Context: an optimization exercise on an open-source flow, tuned for small area and few clock cycles per item. The choices shown serve that exercise and are no tape-out recipe.
At most, simulation tests tie the RTL to the original design; equivalence was not proved.

==> inputs of run a <==
==> flow/design.v (excerpt) <==
module note_hue_to_rgb_colour (
	input  logic                          clk,
	input  logic                          arst_n,
	input  logic                          psel,
	input  logic                          penable,
	input  logic                          pwrite,
	input  logic [2:0]                    paddr,
	input  logic [31:0]                   pwdata,
	output logic [31:0]                   prdata,
	output logic                          pready,
	input  logic                          note_valid,
	output logic                          note_ready,
	input  logic [nhc_pkg::NOTE_W-1:0]    note_number,
	input  logic [nhc_pkg::CHAN_W-1:0]    saturation,
	input  logic [nhc_pkg::CHAN_W-1:0]    brightness,
	input  logic [nhc_pkg::CHAN_W-1:0]    opacity,
	output logic                          rgb_valid,
	input  logic                          rgb_ready,
	output logic [nhc_pkg::CHAN_W-1:0]    red,
	output logic [nhc_pkg::CHAN_W-1:0]    green,
	output logic [nhc_pkg::CHAN_W-1:0]    blue,
	output logic [nhc_pkg::CHAN_W-1:0]    alpha_out
);
	logic [7:0] seg;
	logic       seg_zero;
	assign pready = 1'b1;
	assign prdata = (paddr[2] || seg_zero) ? 32'd0 : {24'd0, seg};
	always_ff @(posedge clk or negedge arst_n) begin
		if (!arst_n) begin
			seg      <= nhc_pkg::SEG_RESET;
			seg_zero <= 1'b0;
		end else if (psel && penable && pwrite && !paddr[2]) begin
			seg      <= {pwdata[7:1], pwdata[0] | (pwdata[7:0] == 8'd0)};
			seg_zero <= (pwdata[7:0] == 8'd0);
		end
	end
	logic [4:1] vld, ld;
	assign ld[1] = !vld[1] || ld[2];
	assign ld[2] = !vld[2] || ld[3];
	assign ld[3] = !vld[3] || ld[4];
	assign ld[4] = !vld[4] || rgb_ready;
	assign note_ready = ld[1];
	assign rgb_valid  = vld[4];
	always_ff @(posedge clk or negedge arst_n) begin
		if (!arst_n) begin
			vld <= '0;
		end else begin
			if (ld[1]) vld[1] <= note_valid;
			if (ld[2]) vld[2] <= vld[1];
			if (ld[3]) vld[3] <= vld[2];
  ...
make LEC_CHECK=0 CAP_MARGIN=20 CORE_MARGIN=2 CORE_UTILIZATION=70 PLACE_DENSITY=0.8 SLEW_MARGIN=20 finish   # period 17.0 ns
run.sh (not shown) runs the stock make flow with config.mk's settings and CLKGATE_MAP_FILE= SYNTH_SCRIPT=/design/flow/synth_recipe.tcl, a recipe that flattens the netlist after the stock synthesis.
==> run b (differences from run a) <==
--- a/flow/config.mk
+++ b/flow/config.mk
@@ -8,5 +8,4 @@
 export CAP_MARGIN = 20
 export CORE_MARGIN = 2
-export CORE_UTILIZATION = 70
-export PLACE_DENSITY = 0.8
+export CORE_UTILIZATION = 40
 export SLEW_MARGIN = 20
==> qor summary <==
                                                                                   run b                    run a
Outcome                                                          complete, no violations  complete, no violations
Core outline area                                                           40,650 sq um             23,260 sq um
Met3 capacity usage during global routing                                        0.02066                  0.03772
Met1 Usage GRT                                                                    0.2212                   0.3666
Fillcell total                                                                     3,693                    1,443
Final-layout non-clock buffer area share                                         0.05811                  0.05827
# Taps                                                                               532                      319
Post-route fraction of the period consumed by the critical path                   0.9509                   0.9573
Clock Buffer Count                                                                    18                       17
Peak per-stage delay on the critical path                                         550 ps                   560 ps
Fraction of area in registers                                                     0.2804                   0.2838
Final HPWL from detailed placement                                        25,230 microns           24,170 microns
Vertical extent of the die                                                 206.5 microns            157.1 microns
Ratio of routed vias to standard cells                                             4.869                    5.662
Initial core utilization                                                          0.4035                   0.7050
Testbench counts of run a, summed over its fixed seeds: cycles 16,448, items 16,384.
Testbench counts of run b, summed over its fixed seeds: cycles 16,448, items 16,384.

---

==> job 3445 <==
note_hue_to_rgb_colour, a different RTL version from the one above (not shown whole).
// note_hue_to_rgb_colour
module note_hue_to_rgb_colour (
	input  logic                          clk,
	input  logic                          arst_n,
	input  logic                          psel,
	input  logic                          penable,
	input  logic                          pwrite,
	input  logic [2:0]                    paddr,
	input  logic [31:0]                   pwdata,
	output logic [31:0]                   prdata,
	output logic                          pready,
	input  logic                          note_valid,
	output logic                          note_ready,
	input  logic [nhc_pkg::NOTE_W-1:0]    note_number,
	input  logic [nhc_pkg::CHAN_W-1:0]    saturation,
	input  logic [nhc_pkg::CHAN_W-1:0]    brightness,
	input  logic [nhc_pkg::CHAN_W-1:0]    opacity,
	output logic                          rgb_valid,
	input  logic                          rgb_ready,
	output logic [nhc_pkg::CHAN_W-1:0]    red,
	output logic [nhc_pkg::CHAN_W-1:0]    green,
	output logic [nhc_pkg::CHAN_W-1:0]    blue,
	output logic [nhc_pkg::CHAN_W-1:0]    alpha_out
);
==> flow/config.mk <==
export PLATFORM = sky130hd
export DESIGN_NAME = note_hue_to_rgb_colour
export DESIGN_NICKNAME = note_hue_to_rgb_colour
export VERILOG_FILES = /design/flow/design.v
export SDC_FILE = /design/flow/constraint.sdc
export NUM_CORES = 4
export LEC_CHECK = 0
export CAP_MARGIN = 20
export CORE_MARGIN = 2
export CORE_UTILIZATION = 40
export SLEW_MARGIN = 20
==> flow/constraint.sdc <==
create_clock -name core_clock -period 17.0 [get_ports {clk}]
set_input_delay 3.4000 -clock core_clock [delete_from_list [all_inputs] [get_ports {clk}]]
set_output_delay 3.4000 -clock core_clock [all_outputs]
set_load 0.01 [all_outputs]
==> inputs of job 4730, as changes to job 3445 <==
--- a/flow/design.v
+++ b/flow/design.v
@@ -105,20 +105,21 @@
 	output logic [nhc_pkg::CHAN_W-1:0]    red,
 	output logic [nhc_pkg::CHAN_W-1:0]    green,
 	output logic [nhc_pkg::CHAN_W-1:0]    blue,
 	output logic [nhc_pkg::CHAN_W-1:0]    alpha_out
 );
-	logic [7:0] seg_q;
 	logic [7:0] seg;
+	logic       seg_zero;
 	assign pready = 1'b1;
-	assign prdata = paddr[2] ? 32'd0 : {24'd0, seg_q};
-	assign seg = {seg_q[7:1], seg_q[0] | (seg_q == 8'd0)};
+	assign prdata = (paddr[2] || seg_zero) ? 32'd0 : {24'd0, seg};
 	always_ff @(posedge clk or negedge arst_n) begin
 		if (!arst_n) begin
-			seg_q <= nhc_pkg::SEG_RESET;
+			seg      <= nhc_pkg::SEG_RESET;
+			seg_zero <= 1'b0;
 		end else if (psel && penable && pwrite && !paddr[2]) begin
-			seg_q <= pwdata[7:0];
+			seg      <= {pwdata[7:1], pwdata[0] | (pwdata[7:0] == 8'd0)};
+			seg_zero <= (pwdata[7:0] == 8'd0);
 		end
 	end
 	logic [4:1] vld, ld;
 	assign ld[1] = !vld[1] || ld[2];
 	assign ld[2] = !vld[2] || ld[3];
@@ -157,20 +158,20 @@
 	logic [2:0] qq3_c;
 	logic [2:0] zr3_c;
 	logic [15:0] p_c;
 	logic [7:0] p1_c;
 	logic [7:0] p0_c;
-	logic [7:0] c60_c;
 	logic [7:0] qa2_c;
 	logic [3:0] qq2_c;
 	logic [1:0] zr2_c;
 	logic [7:0] qa1_c;
 	logic [4:0] qq1_c;
 	logic [0:0] zr1_c;
 	logic [5:0] q_c;
 	logic [2:0] sec_c;
 	logic [5:0] j_c;
+	logic [7:0] c60_c;
 	logic [13:0] k0_c;
 	logic [13:0] t_c;
 	logic [7:0] x8_c;
 	logic [3:0] m_c;
 	logic [0:0] nz_c;
@@ -183,24 +184,25 @@
 	logic [7:0] r_q1;
 	logic [7:0] s_q2;
 	logic [7:0] v_q2;
 	logic [7:0] alpha_q2;
 	logic [2:0] a_q2;
-	logic [7:0] qa4_q2;
-	logic [1:0] qq4_q2;
-	logic [3:0] zr4_q2;
+	logic [7:0] qa5_q2;
+	logic [0:0] qq5_q2;
+	logic [4:0] zr5_q2;
 	logic [7:0] v_q3;
 	logic [7:0] alpha_q3;
+	logic [2:0] a_q3;
 	logic [7:0] p1_q3;
 	logic [7:0] p0_q3;
-	logic [7:0] c60_q3;
-	logic [2:0] sec_q3;
-	logic [5:0] j_q3;
+	logic [7:0] qa1_q3;
+	logic [4:0] qq1_q3;
+	logic [0:0] zr1_q3;
 	logic [7:0] v_q4;
 	logic [7:0] alpha_q4;
-	logic [7:0] c60_q4;
 	logic [2:0] sec_q4;
+	logic [7:0] c60_q4;
 	logic [13:0] t_q4;
 	always_comb begin
 		logic [7:0] acc, t;
 		logic [16:0] d;
 		acc = '0;
@@ -237,16 +239,16 @@
 		logic [16:0] d;
 		t = 11'(nhc_pkg::add16({6'b0, r_q1, 2'b00}, {7'b0, r_q1, 1'b0}, 1'b0));
 		d = nhc_pkg::add3({6'b0, r_q1, 2'b00}, {7'b0, r_q1, 1'b0}, ~{6'b0, seg, 2'b00}, 1'b1);
 		a_c[2] = d[16];
 		if (d[16]) t = d[10:0];
-		d = nhc_pkg::sub16({5'b0, t}, {7'b0, seg, 1'b0});
+		d = nhc_pkg::sub16({6'b0, t[9:0]}, {7'b0, seg, 1'b0});
 		a_c[1] = d[16];
-		if (d[16]) t = d[10:0];
-		d = nhc_pkg::sub16({5'b0, t}, {8'b0, seg});
+		t = {1'b0, d[16] ? d[9:0] : t[9:0]};
+		d = nhc_pkg::sub16({7'b0, t[8:0]}, {8'b0, seg});
 		a_c[0] = d[16];
-		if (d[16]) t = d[10:0];
+		if (d[16]) t = {2'b0, d[8:0]};
 		b_c = t[7:0];
 	end
 	always_comb begin
 		logic [16:0] u;
 		u = nhc_pkg::add3({2'b0, b_c, 6'b0}, ~{6'b0, b_c, 2'b0}, {9'b0, seg[7:1]}, 1'b1);
@@ -263,45 +265,45 @@
 		d = nhc_pkg::sub16({7'b0, t}, {8'b0, seg});
 		qa5_c = d[16] ? d[7:0] : t[7:0];
 		qq5_c = d[16];
 		zr5_c = zr[4:0];
 	end
+	always_ff @(posedge clk) begin
+		if (ld[2] && vld[1]) begin
+			s_q2 <= s_q1;
+			v_q2 <= v_q1;
+			alpha_q2 <= alpha_q1;
+			a_q2 <= a_c;
+			qa5_q2 <= qa5_c;
+			qq5_q2 <= qq5_c;
+			zr5_q2 <= zr5_c;
+		end
+	end
 	always_comb begin
 		logic [7:0] acc;
 		logic [5:0] zr;
 		logic [8:0] t;
 		logic [16:0] d;
-		acc = qa5_c;
-		zr = 6'(zr5_c);
+		acc = qa5_q2;
+		zr = 6'(zr5_q2);
 		t = {acc, zr[4]};
 		d = nhc_pkg::sub16({7'b0, t}, {8'b0, seg});
 		qa4_c = d[16] ? d[7:0] : t[7:0];
-		qq4_c = {qq5_c, d[16]};
+		qq4_c = {qq5_q2, d[16]};
 		zr4_c = zr[3:0];
 	end
-	always_ff @(posedge clk) begin
-		if (ld[2] && vld[1]) begin
-			s_q2 <= s_q1;
-			v_q2 <= v_q1;
-			alpha_q2 <= alpha_q1;
-			a_q2 <= a_c;
-			qa4_q2 <= qa4_c;
-			qq4_q2 <= qq4_c;
-			zr4_q2 <= zr4_c;
-		end
-	end
 	always_comb begin
 		logic [7:0] acc;
 		logic [5:0] zr;
 		logic [8:0] t;
 		logic [16:0] d;
-		acc = qa4_q2;
-		zr = 6'(zr4_q2);
+		acc = qa4_c;
+		zr = 6'(zr4_c);
 		t = {acc, zr[3]};
 		d = nhc_pkg::sub16({7'b0, t}, {8'b0, seg});
 		qa3_c = d[16] ? d[7:0] : t[7:0];
-		qq3_c = {qq4_q2, d[16]};
+		qq3_c = {qq4_c, d[16]};
 		zr3_c = zr[2:0];
 	end
 	assign p_c = nhc_pkg::mul8x8(s_q2, v_q2);
 	always_comb begin
 		logic [16:0] ab;
@@ -309,11 +311,10 @@
 		ab = nhc_pkg::add16({8'b0, p_c[15:8]}, {8'b0, p_c[7:0]}, 1'b0);
 		ge = ab[8] | (ab[7:0] == 8'hff);
 		p1_c = 8'(nhc_pkg::add16({8'b0, p_c[15:8]}, 16'd0, ge));
 		p0_c = 8'(nhc_pkg::add16({8'b0, ab[7:0]}, 16'd0, ge));
 	end
-	assign c60_c = 8'(nhc_pkg::add16({8'b0, v_q2}, ~{8'b0, p1_c}, (p0_c == 8'd0)));
 	always_comb begin
 		logic [7:0] acc;
 		logic [5:0] zr;
 		logic [8:0] t;
 		logic [16:0] d;
@@ -336,68 +337,70 @@
 		d = nhc_pkg::sub16({7'b0, t}, {8'b0, seg});
 		qa1_c = d[16] ? d[7:0] : t[7:0];
 		qq1_c = {qq2_c, d[16]};
 		zr1_c = zr[0:0];
 	end
+	always_ff @(posedge clk) begin
+		if (ld[3] && vld[2]) begin
+			v_q3 <= v_q2;
+			alpha_q3 <= alpha_q2;
+			a_q3 <= a_q2;
+			p1_q3 <= p1_c;
+			p0_q3 <= p0_c;
+			qa1_q3 <= qa1_c;
+			qq1_q3 <= qq1_c;
+			zr1_q3 <= zr1_c;
+		end
+	end
 	always_comb begin
 		logic [7:0] acc;
 		logic [5:0] zr;
 		logic [8:0] t;
 		logic [16:0] d;
-		acc = qa1_c;
-		zr = 6'(zr1_c);
+		acc = qa1_q3;
+		zr = 6'(zr1_q3);
 		t = {acc, zr[0]};
 		d = nhc_pkg::sub16({7'b0, t}, {8'b0, seg});
-		q_c = {qq1_c, d[16]};
+		q_c = {qq1_q3, d[16]};
 	end
 	always_comb begin
 		logic ovf;
 		logic [2:0] sb;
 		logic [5:0] rm;
 		ovf = (q_c == 6'd60);
 		rm = ovf ? 6'd0 : q_c;
-		sb = a_q2 + {2'b0, ovf};
+		sb = a_q3 + {2'b0, ovf};
 		case (sb)
 			3'd0: sec_c = 3'd2;
 			3'd1: sec_c = 3'd3;
 			3'd2: sec_c = 3'd4;
 			3'd3: sec_c = 3'd5;
 			3'd4: sec_c = 3'd0;
 			default: sec_c = 3'd1;
 		endcase
 		j_c = sec_c[0] ? rm : 6'(nhc_pkg::sub16(16'd60, {10'b0, rm}));
 	end
-	always_ff @(posedge clk) begin
-		if (ld[3] && vld[2]) begin
-			v_q3 <= v_q2;
-			alpha_q3 <= alpha_q2;
-			p1_q3 <= p1_c;
-			p0_q3 <= p0_c;
-			c60_q3 <= c60_c;
-			sec_q3 <= sec_c;
-			j_q3 <= j_c;
-		end
-	end
-	assign k0_c = 14'(nhc_pkg::madd86(p0_q3, j_q3, 16'd0, 16'd0));
+	assign c60_c = 8'(nhc_pkg::add16({8'b0, v_q3}, ~{8'b0, p1_q3}, (p0_q3 == 8'd0)));
+	assign k0_c = 14'(nhc_pkg::madd86(p0_q3, j_c, 16'd0, 16'd0));
 	always_comb begin
 		logic [1:0] ck;
 		logic cy;
 		cy = 1'b0;
 		for (int i = 0; i < 8; i++) begin
 			logic hb;
 			hb = (i < 6) ? k0_c[8+i] : 1'b0;
 			cy = (hb & k0_c[i]) | (hb & cy) | (k0_c[i] & cy);
 		end
 		ck = (k0_c == 14'd0) ? 2'd0 : cy ? 2'd2 : 2'd1;
-		t_c = 14'(nhc_pkg::madd86(p1_q3, j_q3, {10'b0, k0_c[13:8]}, {14'b0, ck}));
+		t_c = 14'(nhc_pkg::madd86(p1_q3, j_c, {10'b0, k0_c[13:8]}, {14'b0, ck}));
 	end
 	always_ff @(posedge clk) begin
 		if (ld[4] && vld[3]) begin
 			v_q4 <= v_q3;
 			alpha_q4 <= alpha_q3;
-			c60_q4 <= c60_q3;
-			sec_q4 <= sec_q3;
+			sec_q4 <= sec_c;
+			c60_q4 <= c60_c;
 			t_q4 <= t_c;
 		end
 	end
 	always_comb begin
 		logic [11:0] x;
==> flow/flow/run.sh (new file) <==
#!/bin/bash
# the standard flow, with two changes: synthesis skips the early abc pass of yosys's synth
# (the full adders are extracted from the design as written), and port buffers use buf_1
export SYNTH_ARGS="-noabc"
export BUFFER_PORTS_ARGS="-buffer_cell sky130_fd_sc_hd__buf_1"
bash standard.sh > standard.log 2>&1
==> flow/standard.sh (new file) <==
#!/bin/bash
# synth_recipe.tcl (not shown) runs the flow's synth.tcl, then flattens the netlist and writes it again
# the make line also repeats each setting of config.mk as NAME=value (left out here)
make -C /OpenROAD-flow-scripts/flow DESIGN_CONFIG=/design/flow/config.mk WORK_HOME=/design/flow/orfs CLKGATE_MAP_FILE= SYNTH_SCRIPT=/design/flow/synth_recipe.tcl "${@:-finish}"
- ABC_AREA: unset -> 1
removed: flow/run.sh
==> inputs of job 7823, as changes to job 3445 <==
--- a/flow/design.v
+++ b/flow/design.v
@@ -105,20 +105,21 @@
 	output logic [nhc_pkg::CHAN_W-1:0]    red,
 	output logic [nhc_pkg::CHAN_W-1:0]    green,
 	output logic [nhc_pkg::CHAN_W-1:0]    blue,
 	output logic [nhc_pkg::CHAN_W-1:0]    alpha_out
 );
-	logic [7:0] seg_q;
 	logic [7:0] seg;
+	logic       seg_zero;
 	assign pready = 1'b1;
-	assign prdata = paddr[2] ? 32'd0 : {24'd0, seg_q};
-	assign seg = {seg_q[7:1], seg_q[0] | (seg_q == 8'd0)};
+	assign prdata = (paddr[2] || seg_zero) ? 32'd0 : {24'd0, seg};
 	always_ff @(posedge clk or negedge arst_n) begin
 		if (!arst_n) begin
-			seg_q <= nhc_pkg::SEG_RESET;
+			seg      <= nhc_pkg::SEG_RESET;
+			seg_zero <= 1'b0;
 		end else if (psel && penable && pwrite && !paddr[2]) begin
-			seg_q <= pwdata[7:0];
+			seg      <= {pwdata[7:1], pwdata[0] | (pwdata[7:0] == 8'd0)};
+			seg_zero <= (pwdata[7:0] == 8'd0);
 		end
 	end
 	logic [4:1] vld, ld;
 	assign ld[1] = !vld[1] || ld[2];
 	assign ld[2] = !vld[2] || ld[3];
@@ -157,20 +158,20 @@
 	logic [2:0] qq3_c;
 	logic [2:0] zr3_c;
 	logic [15:0] p_c;
 	logic [7:0] p1_c;
 	logic [7:0] p0_c;
-	logic [7:0] c60_c;
 	logic [7:0] qa2_c;
 	logic [3:0] qq2_c;
 	logic [1:0] zr2_c;
 	logic [7:0] qa1_c;
 	logic [4:0] qq1_c;
 	logic [0:0] zr1_c;
 	logic [5:0] q_c;
 	logic [2:0] sec_c;
 	logic [5:0] j_c;
+	logic [7:0] c60_c;
 	logic [13:0] k0_c;
 	logic [13:0] t_c;
 	logic [7:0] x8_c;
 	logic [3:0] m_c;
 	logic [0:0] nz_c;
@@ -183,24 +184,25 @@
 	logic [7:0] r_q1;
 	logic [7:0] s_q2;
 	logic [7:0] v_q2;
 	logic [7:0] alpha_q2;
 	logic [2:0] a_q2;
-	logic [7:0] qa4_q2;
-	logic [1:0] qq4_q2;
-	logic [3:0] zr4_q2;
+	logic [7:0] qa5_q2;
+	logic [0:0] qq5_q2;
+	logic [4:0] zr5_q2;
 	logic [7:0] v_q3;
 	logic [7:0] alpha_q3;
+	logic [2:0] a_q3;
 	logic [7:0] p1_q3;
 	logic [7:0] p0_q3;
-	logic [7:0] c60_q3;
-	logic [2:0] sec_q3;
-	logic [5:0] j_q3;
+	logic [7:0] qa1_q3;
+	logic [4:0] qq1_q3;
+	logic [0:0] zr1_q3;
 	logic [7:0] v_q4;
 	logic [7:0] alpha_q4;
-	logic [7:0] c60_q4;
 	logic [2:0] sec_q4;
+	logic [7:0] c60_q4;
 	logic [13:0] t_q4;
 	always_comb begin
 		logic [7:0] acc, t;
 		logic [16:0] d;
 		acc = '0;
@@ -237,16 +239,16 @@
 		logic [16:0] d;
 		t = 11'(nhc_pkg::add16({6'b0, r_q1, 2'b00}, {7'b0, r_q1, 1'b0}, 1'b0));
 		d = nhc_pkg::add3({6'b0, r_q1, 2'b00}, {7'b0, r_q1, 1'b0}, ~{6'b0, seg, 2'b00}, 1'b1);
 		a_c[2] = d[16];
 		if (d[16]) t = d[10:0];
-		d = nhc_pkg::sub16({5'b0, t}, {7'b0, seg, 1'b0});
+		d = nhc_pkg::sub16({6'b0, t[9:0]}, {7'b0, seg, 1'b0});
 		a_c[1] = d[16];
-		if (d[16]) t = d[10:0];
-		d = nhc_pkg::sub16({5'b0, t}, {8'b0, seg});
+		t = {1'b0, d[16] ? d[9:0] : t[9:0]};
+		d = nhc_pkg::sub16({7'b0, t[8:0]}, {8'b0, seg});
 		a_c[0] = d[16];
-		if (d[16]) t = d[10:0];
+		if (d[16]) t = {2'b0, d[8:0]};
 		b_c = t[7:0];
 	end
 	always_comb begin
 		logic [16:0] u;
 		u = nhc_pkg::add3({2'b0, b_c, 6'b0}, ~{6'b0, b_c, 2'b0}, {9'b0, seg[7:1]}, 1'b1);
@@ -263,45 +265,45 @@
 		d = nhc_pkg::sub16({7'b0, t}, {8'b0, seg});
 		qa5_c = d[16] ? d[7:0] : t[7:0];
 		qq5_c = d[16];
 		zr5_c = zr[4:0];
 	end
+	always_ff @(posedge clk) begin
+		if (ld[2] && vld[1]) begin
+			s_q2 <= s_q1;
+			v_q2 <= v_q1;
+			alpha_q2 <= alpha_q1;
+			a_q2 <= a_c;
+			qa5_q2 <= qa5_c;
+			qq5_q2 <= qq5_c;
+			zr5_q2 <= zr5_c;
+		end
+	end
 	always_comb begin
 		logic [7:0] acc;
 		logic [5:0] zr;
 		logic [8:0] t;
 		logic [16:0] d;
-		acc = qa5_c;
-		zr = 6'(zr5_c);
+		acc = qa5_q2;
+		zr = 6'(zr5_q2);
 		t = {acc, zr[4]};
 		d = nhc_pkg::sub16({7'b0, t}, {8'b0, seg});
 		qa4_c = d[16] ? d[7:0] : t[7:0];
-		qq4_c = {qq5_c, d[16]};
+		qq4_c = {qq5_q2, d[16]};
 		zr4_c = zr[3:0];
 	end
-	always_ff @(posedge clk) begin
-		if (ld[2] && vld[1]) begin
-			s_q2 <= s_q1;
-			v_q2 <= v_q1;
-			alpha_q2 <= alpha_q1;
-			a_q2 <= a_c;
-			qa4_q2 <= qa4_c;
-			qq4_q2 <= qq4_c;
-			zr4_q2 <= zr4_c;
-		end
-	end
 	always_comb begin
 		logic [7:0] acc;
 		logic [5:0] zr;
 		logic [8:0] t;
 		logic [16:0] d;
-		acc = qa4_q2;
-		zr = 6'(zr4_q2);
+		acc = qa4_c;
+		zr = 6'(zr4_c);
 		t = {acc, zr[3]};
 		d = nhc_pkg::sub16({7'b0, t}, {8'b0, seg});
 		qa3_c = d[16] ? d[7:0] : t[7:0];
-		qq3_c = {qq4_q2, d[16]};
+		qq3_c = {qq4_c, d[16]};
 		zr3_c = zr[2:0];
 	end
 	assign p_c = nhc_pkg::mul8x8(s_q2, v_q2);
 	always_comb begin
 		logic [16:0] ab;
@@ -309,11 +311,10 @@
 		ab = nhc_pkg::add16({8'b0, p_c[15:8]}, {8'b0, p_c[7:0]}, 1'b0);
 		ge = ab[8] | (ab[7:0] == 8'hff);
 		p1_c = 8'(nhc_pkg::add16({8'b0, p_c[15:8]}, 16'd0, ge));
 		p0_c = 8'(nhc_pkg::add16({8'b0, ab[7:0]}, 16'd0, ge));
 	end
-	assign c60_c = 8'(nhc_pkg::add16({8'b0, v_q2}, ~{8'b0, p1_c}, (p0_c == 8'd0)));
 	always_comb begin
 		logic [7:0] acc;
 		logic [5:0] zr;
 		logic [8:0] t;
 		logic [16:0] d;
@@ -336,68 +337,70 @@
 		d = nhc_pkg::sub16({7'b0, t}, {8'b0, seg});
 		qa1_c = d[16] ? d[7:0] : t[7:0];
 		qq1_c = {qq2_c, d[16]};
 		zr1_c = zr[0:0];
 	end
+	always_ff @(posedge clk) begin
+		if (ld[3] && vld[2]) begin
+			v_q3 <= v_q2;
+			alpha_q3 <= alpha_q2;
+			a_q3 <= a_q2;
+			p1_q3 <= p1_c;
+			p0_q3 <= p0_c;
+			qa1_q3 <= qa1_c;
+			qq1_q3 <= qq1_c;
+			zr1_q3 <= zr1_c;
+		end
+	end
 	always_comb begin
 		logic [7:0] acc;
 		logic [5:0] zr;
 		logic [8:0] t;
 		logic [16:0] d;
-		acc = qa1_c;
-		zr = 6'(zr1_c);
+		acc = qa1_q3;
+		zr = 6'(zr1_q3);
 		t = {acc, zr[0]};
 		d = nhc_pkg::sub16({7'b0, t}, {8'b0, seg});
-		q_c = {qq1_c, d[16]};
+		q_c = {qq1_q3, d[16]};
 	end
 	always_comb begin
 		logic ovf;
 		logic [2:0] sb;
 		logic [5:0] rm;
 		ovf = (q_c == 6'd60);
 		rm = ovf ? 6'd0 : q_c;
-		sb = a_q2 + {2'b0, ovf};
+		sb = a_q3 + {2'b0, ovf};
 		case (sb)
 			3'd0: sec_c = 3'd2;
 			3'd1: sec_c = 3'd3;
 			3'd2: sec_c = 3'd4;
 			3'd3: sec_c = 3'd5;
 			3'd4: sec_c = 3'd0;
 			default: sec_c = 3'd1;
 		endcase
 		j_c = sec_c[0] ? rm : 6'(nhc_pkg::sub16(16'd60, {10'b0, rm}));
 	end
-	always_ff @(posedge clk) begin
-		if (ld[3] && vld[2]) begin
-			v_q3 <= v_q2;
-			alpha_q3 <= alpha_q2;
-			p1_q3 <= p1_c;
-			p0_q3 <= p0_c;
-			c60_q3 <= c60_c;
-			sec_q3 <= sec_c;
-			j_q3 <= j_c;
-		end
-	end
-	assign k0_c = 14'(nhc_pkg::madd86(p0_q3, j_q3, 16'd0, 16'd0));
+	assign c60_c = 8'(nhc_pkg::add16({8'b0, v_q3}, ~{8'b0, p1_q3}, (p0_q3 == 8'd0)));
+	assign k0_c = 14'(nhc_pkg::madd86(p0_q3, j_c, 16'd0, 16'd0));
 	always_comb begin
 		logic [1:0] ck;
 		logic cy;
 		cy = 1'b0;
 		for (int i = 0; i < 8; i++) begin
 			logic hb;
 			hb = (i < 6) ? k0_c[8+i] : 1'b0;
 			cy = (hb & k0_c[i]) | (hb & cy) | (k0_c[i] & cy);
 		end
 		ck = (k0_c == 14'd0) ? 2'd0 : cy ? 2'd2 : 2'd1;
-		t_c = 14'(nhc_pkg::madd86(p1_q3, j_q3, {10'b0, k0_c[13:8]}, {14'b0, ck}));
+		t_c = 14'(nhc_pkg::madd86(p1_q3, j_c, {10'b0, k0_c[13:8]}, {14'b0, ck}));
 	end
 	always_ff @(posedge clk) begin
 		if (ld[4] && vld[3]) begin
 			v_q4 <= v_q3;
 			alpha_q4 <= alpha_q3;
-			c60_q4 <= c60_q3;
-			sec_q4 <= sec_q3;
+			sec_q4 <= sec_c;
+			c60_q4 <= c60_c;
 			t_q4 <= t_c;
 		end
 	end
 	always_comb begin
 		logic [11:0] x;
==> flow/flow/run.sh (new file) <==
#!/bin/bash
# lay out with the standard flow, port buffers of the smallest buffer cell
export BUFFER_PORTS_ARGS="-buffer_cell sky130_fd_sc_hd__buf_1"
bash standard.sh > standard.log 2>&1
==> flow/standard.sh (new file) <==
#!/bin/bash
# synth_recipe.tcl (not shown) runs the flow's synth.tcl, then flattens the netlist and writes it again
# the make line also repeats each setting of config.mk as NAME=value (left out here)
make -C /OpenROAD-flow-scripts/flow DESIGN_CONFIG=/design/flow/config.mk WORK_HOME=/design/flow/orfs CLKGATE_MAP_FILE= SYNTH_SCRIPT=/design/flow/synth_recipe.tcl "${@:-finish}"
removed: flow/run.sh
==> comparison <==
- Of job 7823 and job 4730, job 7823 has the higher clock-buffer cell count (gap 1).
- In job 3445 the flip-flop and latch count is lower than in job 7823, by 1.
- Wire length: job 7823 is lower than job 3445 (7.1%).
- The highest synthesized cell count belongs to job 4730, the lowest to job 3445.
- The highest fmax belongs to job 7823, the lowest to job 3445.
- Global-route usage, lowest first: job 7823, job 4730, job 3445.
- Job 3445 finished but fails on negative setup slack. Job 4730 completed without violations. Job 7823 ran to the end with no violations.
Testbench counts of job 4730, summed over its fixed seeds: cycles 16,448, items 16,384.
Testbench counts of job 7823, summed over its fixed seeds: cycles 16,448, items 16,384.
The RTL of job 3445 was laid out without a check of its function.

-- port drivers added, routing unchanged --
Ports are ideal in the flow. The routed layouts listed here were re-timed in OpenROAD.
Step 1 assumes that a clkbuf_16 drives the clock port and a buf_2 every other input.
Step 2, shift: input delay + t, output delay - t, t = (earliest + latest rising clock arrival at the registers) / 2. This alone moves slack from input paths to output paths.
Three values: ideal, step 1, step 2; two values: the first two.
| run | t (ns) | setup slack, ns | latest minus earliest clock arrival (ns) |
|---|---|---|---|
| run a | 0.486 | 0.726 / 0.726 / 0.640 | 0.020 / 0.020 |
| run b | 0.487 | 0.836 / 0.836 / 0.742 | 0.010 / 0.010 |
| job 3445 | 0.492 | -0.693 / -0.693 / -0.693 | 0.014 / 0.014 |
| job 4730 | 0.495 | 0.756 / 0.756 / 0.649 | 0.010 / 0.010 |
| job 7823 | 0.498 | 0.917 / 0.917 / 0.917 | 0.013 / 0.013 |
For job 4730, which loses most, drivers alone change the setup slack by 0.000 ns; drivers and shift together by -0.107 ns.
